Source: an optimization exercise on an open RTL-to-GDS flow (aim: small area, a short achievable clock period and few clock cycles). Production flows keep margins and buffers that such runs may drop. No activity file was given, so power comes from the tool's default toggle rates.

## 08-02
## neuron_state_mem
module neuron_state_mem #(
    parameter int DATA_W = 32,
    parameter int DEPTH  = 64,
    parameter int ADDR_W = $clog2(DEPTH)
) (
    input  logic              clk,
    input  logic              reset,
    input  logic              init_start,
    input  logic [DATA_W-1:0] init_value,
    output logic              init_busy,
    output logic              ready,
    input  logic              rd_en,
    input  logic [ADDR_W-1:0] rd_addr,
    output logic [DATA_W-1:0] rd_data,
    output logic              rd_valid,
    input  logic              wr_en,
    input  logic [ADDR_W-1:0] wr_addr,
    input  logic [DATA_W-1:0] wr_data
);
Size: about 2200 flip-flops, ~120 I/O pins.
==> module neuron_state_mem, before the edit <==
module neuron_state_mem #(
    parameter int DATA_W = 32,
    parameter int DEPTH  = 64,
    parameter int ADDR_W = $clog2(DEPTH)
) (
    input  logic              clk,
    input  logic              reset,
    input  logic              init_start,
    input  logic [DATA_W-1:0] init_value,
    output logic              init_busy,
    output logic              ready,
    input  logic              rd_en,
    input  logic [ADDR_W-1:0] rd_addr,
    output logic [DATA_W-1:0] rd_data,
    output logic              rd_valid,
    input  logic              wr_en,
    input  logic [ADDR_W-1:0] wr_addr,
    input  logic [DATA_W-1:0] wr_data
);
    logic                ready_q;
    logic                busy_q;
    logic [DATA_W-1:0]   init_q;
    logic [DEPTH-1:0]    written_q;
    logic [DATA_W-1:0]   rd_data_q;
    logic                rd_valid_q;
    logic [DATA_W-1:0]   mem [DEPTH];
    logic                keep;
    logic [7:0]          pw_hi_q;          
    logic [7:0]          pw_lo_q;
    logic [DATA_W-1:0]   pw_data_q;
    assign ready     = ready_q;
    assign init_busy = busy_q;
    assign rd_data   = rd_data_q;
    assign rd_valid  = rd_valid_q;
    assign keep = ready_q && !init_start;
    logic              en, bypass, pend_hit, g, use_init;
    logic [3:0]        hw;                     
    logic [3:0]        wq;                     
    logic [DATA_W-1:0] yq [4];                 
    logic [DATA_W-1:0] rd_d;
    assign en     = ready_q && rd_en;
    assign bypass = wr_en && rd_addr == wr_addr;
    assign pend_hit = pw_hi_q[rd_addr[5:3]] && pw_lo_q[rd_addr[2:0]];
    assign g      = en && !bypass && !pend_hit;
    logic [7:0] s0;                            
    logic [1:0] s1;                            
    always_comb begin
        for (int j = 0; j < 8; j++) s0[j] = rd_addr[2:0] == 3'(j);
        s1 = {rd_addr[3], !rd_addr[3]};
        for (int q = 0; q < 4; q++) begin
            wq[q] = written_q[{2'(q), rd_addr[3:0]}];
            hw[q] = g && rd_addr[5:4] == 2'(q) && wq[q];
        end
        use_init = !wq[rd_addr[5:4]];
    end
    for (genvar q = 0; q < 4; q++) begin : g_quarter
        for (genvar b = 0; b < DATA_W; b++) begin : g_bit
            logic [1:0] l1;
            for (genvar k = 0; k < 2; k++) begin : g_l1
                nsm_sel8 u_l1 (.s(s0), .d({mem[16*q+8*k+7][b], mem[16*q+8*k+6][b],
                                           mem[16*q+8*k+5][b], mem[16*q+8*k+4][b],
                                           mem[16*q+8*k+3][b], mem[16*q+8*k+2][b],
                                           mem[16*q+8*k+1][b], mem[16*q+8*k][b]}), .y(l1[k]));
            end
            nsm_sel2 u_l2 (.s(s1), .d(l1), .y(yq[q][b]));
        end
    end
    for (genvar b = 0; b < DATA_W; b++) begin : g_bit
        logic e, ie;
        assign e  = (!en && rd_data_q[b]) || (en && bypass && wr_data[b]) ||
                    (en && !bypass && pend_hit && pw_data_q[b]);
        assign ie = g && init_q[b];
        nsm_bitfin u_fin (.y({yq[3][b], yq[2][b], yq[1][b], yq[0][b]}), .hw(hw),
                          .use_init(use_init), .ie(ie), .e(e), .d(rd_d[b]));
    end
    always_ff @(posedge clk or negedge reset) begin
        if (!reset) begin
            ready_q    <= 1'b0;
            busy_q     <= 1'b1;
            rd_data_q  <= '0;
            rd_valid_q <= 1'b0;
        end else begin
            ready_q    <= 1'b1;
            busy_q     <= 1'b0;
            rd_valid_q <= en;
            rd_data_q  <= rd_d;
        end
    end
    always_ff @(posedge clk) begin
        if (!ready_q || init_start) init_q <= init_value;
        for (int i = 0; i < DEPTH; i++)
            written_q[i] <= keep && (written_q[i] || (wr_en && wr_addr == ADDR_W'(i)));
    end
    always_ff @(posedge clk) begin
        for (int j = 0; j < 8; j++) begin
            pw_hi_q[j] <= keep && wr_en && wr_addr[5:3] == 3'(j);
            pw_lo_q[j] <= wr_addr[2:0] == 3'(j);
        end
        pw_data_q <= wr_data;
        for (int i = 0; i < DEPTH; i++)
            if (pw_hi_q[i/8] && pw_lo_q[i%8]) mem[i] <= pw_data_q;
    end
endmodule
==> module nsm_sel2, before the edit <==
module nsm_sel2 (
    input  logic [1:0] s,
    input  logic [1:0] d,
    output logic       y
);
    assign y = (s[0] && d[0]) || (s[1] && d[1]);
endmodule
==> module nsm_bitfin, before the edit <==
module nsm_bitfin (
    input  logic [3:0] y,
    input  logic [3:0] hw,
    input  logic       use_init,
    input  logic       ie,
    input  logic       e,
    output logic       d
);
    assign d = (hw[0] && y[0]) || (hw[1] && y[1]) || (hw[2] && y[2]) || (hw[3] && y[3]) ||
               (use_init && ie) || e;
endmodule
export LEC_CHECK = 0
export CAP_MARGIN = 20
export CORE_MARGIN = 2
export CORE_UTILIZATION = 55
export CTS_CLUSTER_DIAMETER = 120
export CTS_CLUSTER_SIZE = 26
export SETUP_SLACK_MARGIN = 2.4
export SLEW_MARGIN = 20
export SYNTH_HIERARCHICAL = 1
export TNS_END_PERCENT = 5
create_clock -name core_clock -period 4.5 [get_ports {clk}]
standard.sh (not shown) runs the stock make flow with config.mk's settings and CLKGATE_MAP_FILE= SYNTH_SCRIPT=/design/flow/synth_recipe.tcl, a recipe that flattens the netlist after the stock synthesis.
==> flow/flow/run.sh <==
#!/bin/bash
# Standard layout, with the port buffers made from plain buffers instead of delay cells.
set -euo pipefail
export BUFFER_PORTS_ARGS="-buffer_cell sky130_fd_sc_hd__buf_4"
bash standard.sh finish > standard_finish.log 2>&1
diff inputs: 08-02 => 08-19
diff --git a/flow/design.v b/flow/design.v
--- a/flow/design.v
+++ b/flow/design.v
@@ -34,43 +34,35 @@
     assign rd_valid  = rd_valid_q;
     assign keep = ready_q && !init_start;
     logic              en, bypass, pend_hit, g, use_init;
-    logic [3:0]        hw;                     
-    logic [3:0]        wq;                     
-    logic [DATA_W-1:0] yq [4];                 
+    logic [7:0]        hw;                     
+    logic [7:0]        wo;                     
+    logic [DATA_W-1:0] yo [8];                 
     logic [DATA_W-1:0] rd_d;
     assign en     = ready_q && rd_en;
     assign bypass = wr_en && rd_addr == wr_addr;
     assign pend_hit = pw_hi_q[rd_addr[5:3]] && pw_lo_q[rd_addr[2:0]];
     assign g      = en && !bypass && !pend_hit;
-    logic [7:0] s0;                            
-    logic [1:0] s1;                            
-    always_comb begin
-        for (int j = 0; j < 8; j++) s0[j] = rd_addr[2:0] == 3'(j);
-        s1 = {rd_addr[3], !rd_addr[3]};
-        for (int q = 0; q < 4; q++) begin
-            wq[q] = written_q[{2'(q), rd_addr[3:0]}];
-            hw[q] = g && rd_addr[5:4] == 2'(q) && wq[q];
-        end
-        use_init = !wq[rd_addr[5:4]];
-    end
-    for (genvar q = 0; q < 4; q++) begin : g_quarter
+    logic [7:0] ws;                            
+    nsm_dec3 u_wd (.a(rd_addr[2:0]), .y(ws));
+    for (genvar o = 0; o < 8; o++) begin : g_eighth
+        logic [7:0] s;
+        nsm_dec3 u_d (.a(rd_addr[2:0]), .y(s));
+        nsm_sel8 u_w (.s(ws), .d(written_q[8*o+7:8*o]), .y(wo[o]));
+        assign hw[o] = g && rd_addr[5:3] == 3'(o) && wo[o];
         for (genvar b = 0; b < DATA_W; b++) begin : g_bit
-            logic [1:0] l1;
-            for (genvar k = 0; k < 2; k++) begin : g_l1
-                nsm_sel8 u_l1 (.s(s0), .d({mem[16*q+8*k+7][b], mem[16*q+8*k+6][b],
-                                           mem[16*q+8*k+5][b], mem[16*q+8*k+4][b],
-                                           mem[16*q+8*k+3][b], mem[16*q+8*k+2][b],
-                                           mem[16*q+8*k+1][b], mem[16*q+8*k][b]}), .y(l1[k]));
-            end
-            nsm_sel2 u_l2 (.s(s1), .d(l1), .y(yq[q][b]));
+            nsm_sel8 u_l1 (.s(s), .d({mem[8*o+7][b], mem[8*o+6][b], mem[8*o+5][b], mem[8*o+4][b],
+                                      mem[8*o+3][b], mem[8*o+2][b], mem[8*o+1][b], mem[8*o][b]}),
+                           .y(yo[o][b]));
         end
     end
+    assign use_init = !wo[rd_addr[5:3]];
     for (genvar b = 0; b < DATA_W; b++) begin : g_bit
         logic e, ie;
         assign e  = (!en && rd_data_q[b]) || (en && bypass && wr_data[b]) ||
                     (en && !bypass && pend_hit && pw_data_q[b]);
         assign ie = g && init_q[b];
-        nsm_bitfin u_fin (.y({yq[3][b], yq[2][b], yq[1][b], yq[0][b]}), .hw(hw),
+        nsm_bitfin u_fin (.y({yo[7][b], yo[6][b], yo[5][b], yo[4][b],
+                              yo[3][b], yo[2][b], yo[1][b], yo[0][b]}), .hw(hw),
                           .use_init(use_init), .ie(ie), .e(e), .d(rd_d[b]));
     end
     always_ff @(posedge clk or negedge reset) begin
@@ -101,6 +93,12 @@
             if (pw_hi_q[i/8] && pw_lo_q[i%8]) mem[i] <= pw_data_q;
     end
 endmodule
+module nsm_dec3 (
+    input  logic [2:0] a,
+    output logic [7:0] y
+);
+    always_comb for (int j = 0; j < 8; j++) y[j] = a == 3'(j);
+endmodule
 module nsm_sel8 (
     input  logic [7:0] s,
     input  logic [7:0] d,
@@ -108,21 +106,13 @@
 );
     assign y = |(s & d);
 endmodule
-module nsm_sel2 (
-    input  logic [1:0] s,
-    input  logic [1:0] d,
-    output logic       y
-);
-    assign y = (s[0] && d[0]) || (s[1] && d[1]);
-endmodule
 module nsm_bitfin (
-    input  logic [3:0] y,
-    input  logic [3:0] hw,
+    input  logic [7:0] y,
+    input  logic [7:0] hw,
     input  logic       use_init,
     input  logic       ie,
     input  logic       e,
     output logic       d
 );
-    assign d = (hw[0] && y[0]) || (hw[1] && y[1]) || (hw[2] && y[2]) || (hw[3] && y[3]) ||
-               (use_init && ie) || e;
+    assign d = (|(hw & y)) || (use_init && ie) || e;
 endmodule
Results
Any difference in fraction of power spent switching nets between 08-02 and 08-19 is small enough to ignore.
Compared with 08-02, 08-19 is the less power-hungry design.
On clock-pin transition on the worst setup and hold timing paths, 08-02 and 08-19 are neck and neck.
08-19 vs. 08-02: power dissipated by switching net loads decreased by 1.3% relative to the old numbers, post-synth design cell area increased by about 0.5% relative to the old numbers, portion of the layout cell area used by non-clock buffers decreased by 1.4 points relative to the old numbers.
On 08-19: clock network fraction of total power is 0.4 points higher than what 08-02 gave.
The internal power of the cells reported for 08-19 is smaller than that of 08-02 by about 1%.
Total routing resource utilization after global routing in 08-19 is 0.47 points below 08-02.
The final reports for 08-19 and 08-02 show non-clock buffer count lower in the former.
Synthesized cell count: 08-19 > 08-02
Function was not checked in any run of this note: the RTL went through the layout flow alone.

neuron_state_mem, a different RTL version from the one above (not shown whole).
For scale: ~4800 cells after synthesis, about 2200 flip-flops.
==> module neuron_state_mem, before the edit <==
module neuron_state_mem #(
    parameter int DATA_W = 32,
    parameter int DEPTH  = 64,
    parameter int ADDR_W = $clog2(DEPTH)
) (
    input  logic              clk,
    input  logic              reset,
    input  logic              init_start,
    input  logic [DATA_W-1:0] init_value,
    output logic              init_busy,
    output logic              ready,
    input  logic              rd_en,
    input  logic [ADDR_W-1:0] rd_addr,
    output logic [DATA_W-1:0] rd_data,
    output logic              rd_valid,
    input  logic              wr_en,
    input  logic [ADDR_W-1:0] wr_addr,
    input  logic [DATA_W-1:0] wr_data
);
    logic                ready_q;
    logic                busy_q;
    logic [DATA_W-1:0]   init_q;
    logic [DEPTH-1:0]    written_q;
    logic [DATA_W-1:0]   rd_data_q;
    logic                rd_valid_q;
    logic [DATA_W-1:0]   mem [DEPTH];
    logic                keep;
    logic [7:0]          pw_hi_q;          
    logic [7:0]          pw_lo_q;
    logic [DATA_W-1:0]   pw_data_q;
    assign ready     = ready_q;
    assign init_busy = busy_q;
    assign rd_data   = rd_data_q;
    assign rd_valid  = rd_valid_q;
    assign keep = ready_q && !init_start;
    logic              en, bypass, pend_hit, g, use_init;
    logic [3:0]        wq;                     
    logic [DATA_W-1:0] yq [4];                 
    logic [DATA_W-1:0] rd_d;
    assign en     = ready_q && rd_en;
    assign bypass = wr_en && rd_addr == wr_addr;
    assign pend_hit = pw_hi_q[rd_addr[5:3]] && pw_lo_q[rd_addr[2:0]];
    assign g      = en && !bypass && !pend_hit;
    logic [3:0] s0, s1;                        
    logic [3:0] ws0, ws1;                      
    logic [3:0] hq;                            
    logic [1:0][3:0] hw2;                      
    always_comb begin
        for (int q = 0; q < 4; q++) begin
            s0[q] = rd_addr[1:0] == 2'(q);
            s1[q] = rd_addr[3:2] == 2'(q);
            hq[q] = rd_addr[5:4] == 2'(q);
        end
    end
    nsm_dec2 u_wd0 (.a(rd_addr[1:0]), .y(ws0));
    nsm_dec2 u_wd1 (.a(rd_addr[3:2]), .y(ws1));
    for (genvar q = 0; q < 4; q++) begin : g_wq
        logic [3:0] wl1;
        for (genvar k = 0; k < 4; k++) begin : g_wl1
            nsm_sel4 u_wl1 (.s(ws0), .d(written_q[16*q+4*k+3:16*q+4*k]), .y(wl1[k]));
        end
        nsm_sel4 u_wl2 (.s(ws1), .d(wl1), .y(wq[q]));
        for (genvar c = 0; c < 2; c++) begin : g_hw
            nsm_and3 u_hw (.a(g), .b(hq[q]), .c(wq[q]), .x(hw2[c][q]));
        end
    end
    assign use_init = !(|(hq & wq));
    for (genvar q = 0; q < 4; q++) begin : g_quarter
        for (genvar b = 0; b < DATA_W; b++) begin : g_bit
            logic [3:0] l1;
            for (genvar k = 0; k < 4; k++) begin : g_l1
                nsm_sel4 u_l1 (.s(s0), .d({mem[16*q+4*k+3][b], mem[16*q+4*k+2][b],
                                           mem[16*q+4*k+1][b], mem[16*q+4*k][b]}), .y(l1[k]));
            end
            nsm_sel4 u_l2 (.s(s1), .d(l1), .y(yq[q][b]));
        end
    end
    for (genvar b = 0; b < DATA_W; b++) begin : g_bit
        logic e, ie;
        assign e  = (!en && rd_data_q[b]) || (en && bypass && wr_data[b]) ||
                    (en && !bypass && pend_hit && pw_data_q[b]);
        assign ie = g && init_q[b];
        nsm_bitfin u_fin (.y({yq[3][b], yq[2][b], yq[1][b], yq[0][b]}), .hw(hw2[b/16]),
                          .use_init(use_init), .ie(ie), .e(e), .d(rd_d[b]));
    end
    always_ff @(posedge clk or negedge reset) begin
        if (!reset) begin
            ready_q    <= 1'b0;
            busy_q     <= 1'b1;
            rd_data_q  <= '0;
            rd_valid_q <= 1'b0;
        end else begin
            ready_q    <= 1'b1;
            busy_q     <= 1'b0;
            rd_valid_q <= en;
            rd_data_q  <= rd_d;
        end
    end
    always_ff @(posedge clk) begin
        if (!ready_q || init_start) init_q <= init_value;
        for (int i = 0; i < DEPTH; i++)
            written_q[i] <= keep && (written_q[i] || (wr_en && wr_addr == ADDR_W'(i)));
    end
    always_ff @(posedge clk) begin
        for (int j = 0; j < 8; j++) begin
            pw_hi_q[j] <= keep && wr_en && wr_addr[5:3] == 3'(j);
            pw_lo_q[j] <= wr_addr[2:0] == 3'(j);
        end
        pw_data_q <= wr_data;
        for (int i = 0; i < DEPTH; i++)
            if (pw_hi_q[i/8] && pw_lo_q[i%8]) mem[i] <= pw_data_q;
    end
endmodule
==> module nsm_dec2, before the edit <==
module nsm_dec2 (
    input  logic [1:0] a,
    output logic [3:0] y
);
    always_comb for (int q = 0; q < 4; q++) y[q] = a == 2'(q);
endmodule
==> module nsm_and3, before the edit <==
module nsm_and3 (input logic a, b, c, output logic x);
    assign x = a && b && c;
endmodule
Settings: LEC_CHECK=0, CAP_MARGIN=20, CORE_MARGIN=2, CORE_UTILIZATION=55, CTS_CLUSTER_DIAMETER=120, CTS_CLUSTER_SIZE=26, SETUP_SLACK_MARGIN=2.4, SLEW_MARGIN=20, SYNTH_HIERARCHICAL=1, TNS_END_PERCENT=5; clock period 4.5 ns.
Scripts as last shown in full above: flow/flow/run.sh
The starting point finished with timing, DRC and antenna clean.
Rerun with:
--- a/flow/design.v
+++ b/flow/design.v
@@ -34,6 +34,8 @@
     assign rd_valid  = rd_valid_q;
     assign keep = ready_q && !init_start;
     logic              en, bypass, pend_hit, g, use_init;
+    logic [3:0]        hw;                     
+    logic              gu;                     
     logic [3:0]        wq;                     
     logic [DATA_W-1:0] yq [4];                 
     logic [DATA_W-1:0] rd_d;
@@ -42,29 +44,16 @@
     assign pend_hit = pw_hi_q[rd_addr[5:3]] && pw_lo_q[rd_addr[2:0]];
     assign g      = en && !bypass && !pend_hit;
     logic [3:0] s0, s1;                        
-    logic [3:0] ws0, ws1;                      
-    logic [3:0] hq;                            
-    logic [1:0][3:0] hw2;                      
     always_comb begin
         for (int q = 0; q < 4; q++) begin
             s0[q] = rd_addr[1:0] == 2'(q);
             s1[q] = rd_addr[3:2] == 2'(q);
-            hq[q] = rd_addr[5:4] == 2'(q);
+            wq[q] = written_q[{2'(q), rd_addr[3:0]}];
+            hw[q] = rd_addr[5:4] == 2'(q) && wq[q];
         end
+        use_init = !wq[rd_addr[5:4]];
+        gu       = g && use_init;
     end
-    nsm_dec2 u_wd0 (.a(rd_addr[1:0]), .y(ws0));
-    nsm_dec2 u_wd1 (.a(rd_addr[3:2]), .y(ws1));
-    for (genvar q = 0; q < 4; q++) begin : g_wq
-        logic [3:0] wl1;
-        for (genvar k = 0; k < 4; k++) begin : g_wl1
-            nsm_sel4 u_wl1 (.s(ws0), .d(written_q[16*q+4*k+3:16*q+4*k]), .y(wl1[k]));
-        end
-        nsm_sel4 u_wl2 (.s(ws1), .d(wl1), .y(wq[q]));
-        for (genvar c = 0; c < 2; c++) begin : g_hw
-            nsm_and3 u_hw (.a(g), .b(hq[q]), .c(wq[q]), .x(hw2[c][q]));
-        end
-    end
-    assign use_init = !(|(hq & wq));
     for (genvar q = 0; q < 4; q++) begin : g_quarter
         for (genvar b = 0; b < DATA_W; b++) begin : g_bit
             logic [3:0] l1;
@@ -76,12 +65,11 @@
         end
     end
     for (genvar b = 0; b < DATA_W; b++) begin : g_bit
-        logic e, ie;
-        assign e  = (!en && rd_data_q[b]) || (en && bypass && wr_data[b]) ||
-                    (en && !bypass && pend_hit && pw_data_q[b]);
-        assign ie = g && init_q[b];
-        nsm_bitfin u_fin (.y({yq[3][b], yq[2][b], yq[1][b], yq[0][b]}), .hw(hw2[b/16]),
-                          .use_init(use_init), .ie(ie), .e(e), .d(rd_d[b]));
+        logic e2;
+        assign e2 = (!en && rd_data_q[b]) || (en && bypass && wr_data[b]) ||
+                    (en && !bypass && pend_hit && pw_data_q[b]) || (gu && init_q[b]);
+        nsm_bitfin u_fin (.y({yq[3][b], yq[2][b], yq[1][b], yq[0][b]}), .hw(hw), .g(g),
+                          .e2(e2), .d(rd_d[b]));
     end
     always_ff @(posedge clk or negedge reset) begin
         if (!reset) begin
@@ -111,15 +99,6 @@
             if (pw_hi_q[i/8] && pw_lo_q[i%8]) mem[i] <= pw_data_q;
     end
 endmodule
-module nsm_dec2 (
-    input  logic [1:0] a,
-    output logic [3:0] y
-);
-    always_comb for (int q = 0; q < 4; q++) y[q] = a == 2'(q);
-endmodule
-module nsm_and3 (input logic a, b, c, output logic x);
-    assign x = a && b && c;
-endmodule
 module nsm_sel4 (
     input  logic [3:0] s,
     input  logic [3:0] d,
@@ -130,11 +109,9 @@
 module nsm_bitfin (
     input  logic [3:0] y,
     input  logic [3:0] hw,
-    input  logic       use_init,
-    input  logic       ie,
-    input  logic       e,
+    input  logic       g,
+    input  logic       e2,
     output logic       d
 );
-    assign d = (hw[0] && y[0]) || (hw[1] && y[1]) || (hw[2] && y[2]) || (hw[3] && y[3]) ||
-               (use_init && ie) || e;
+    assign d = (g && (|(hw & y))) || e2;
 endmodule
After rerunning: The changed run passed the timing, design-rule and antenna checks. Core utilization rises by 1.5 points. Die area barely changes. Cell count rises slightly. Clock skew falls by 0.011 ns. Maximum frequency falls by a little under a tenth. Combinational power rises by roughly a tenth. Synthesized area is about the same. Design area rises by a few percent. Register-to-register slack loses 0.22 ns. Setup slack loses 0.21 ns. First-iteration DRC count rises by about a fifth.
Function was not checked in any run of this note: the RTL went through the layout flow alone.

[re-timing with driven ports]
Ports are ideal in the flow. The routed layouts listed here were re-timed in OpenROAD. Step 1, drivers: a clkbuf_16 drives clk and a buf_2 each remaining input, both assumed. Step 2 also shifts input and output timing later by t, the mid clock arrival at the registers, as if the neighbouring blocks saw the same clock. a / b / c = ideal ports / drivers / drivers and shift; a / b = the first two.
run	t (ns)	setup WS [ns]	hold WS [ns]	worst setup path after step 2	clock arrival spread, ns
08-02	0.842	2.016 / 1.948 / 1.106	0.169 / 0.112 / 0.479	input to register	0.043 / 0.042
08-19	0.821	1.853 / 1.504 / 0.683	0.158 / 0.099 / 0.483	input to register	0.044 / 0.044
the first run of note 2	0.822	2.086 / 2.005 / 1.199	0.133 / 0.096 / 0.478	input to register	0.032 / 0.032
the second run of note 2	0.837	1.878 / 1.854 / 1.018	0.190 / 0.133 / 0.471	input to register	0.027 / 0.027
After both steps setup and hold are still met in every run listed. For 08-19, which loses most, drivers alone change the setup slack by -0.349 ns; drivers and shift together by -1.170 ns.
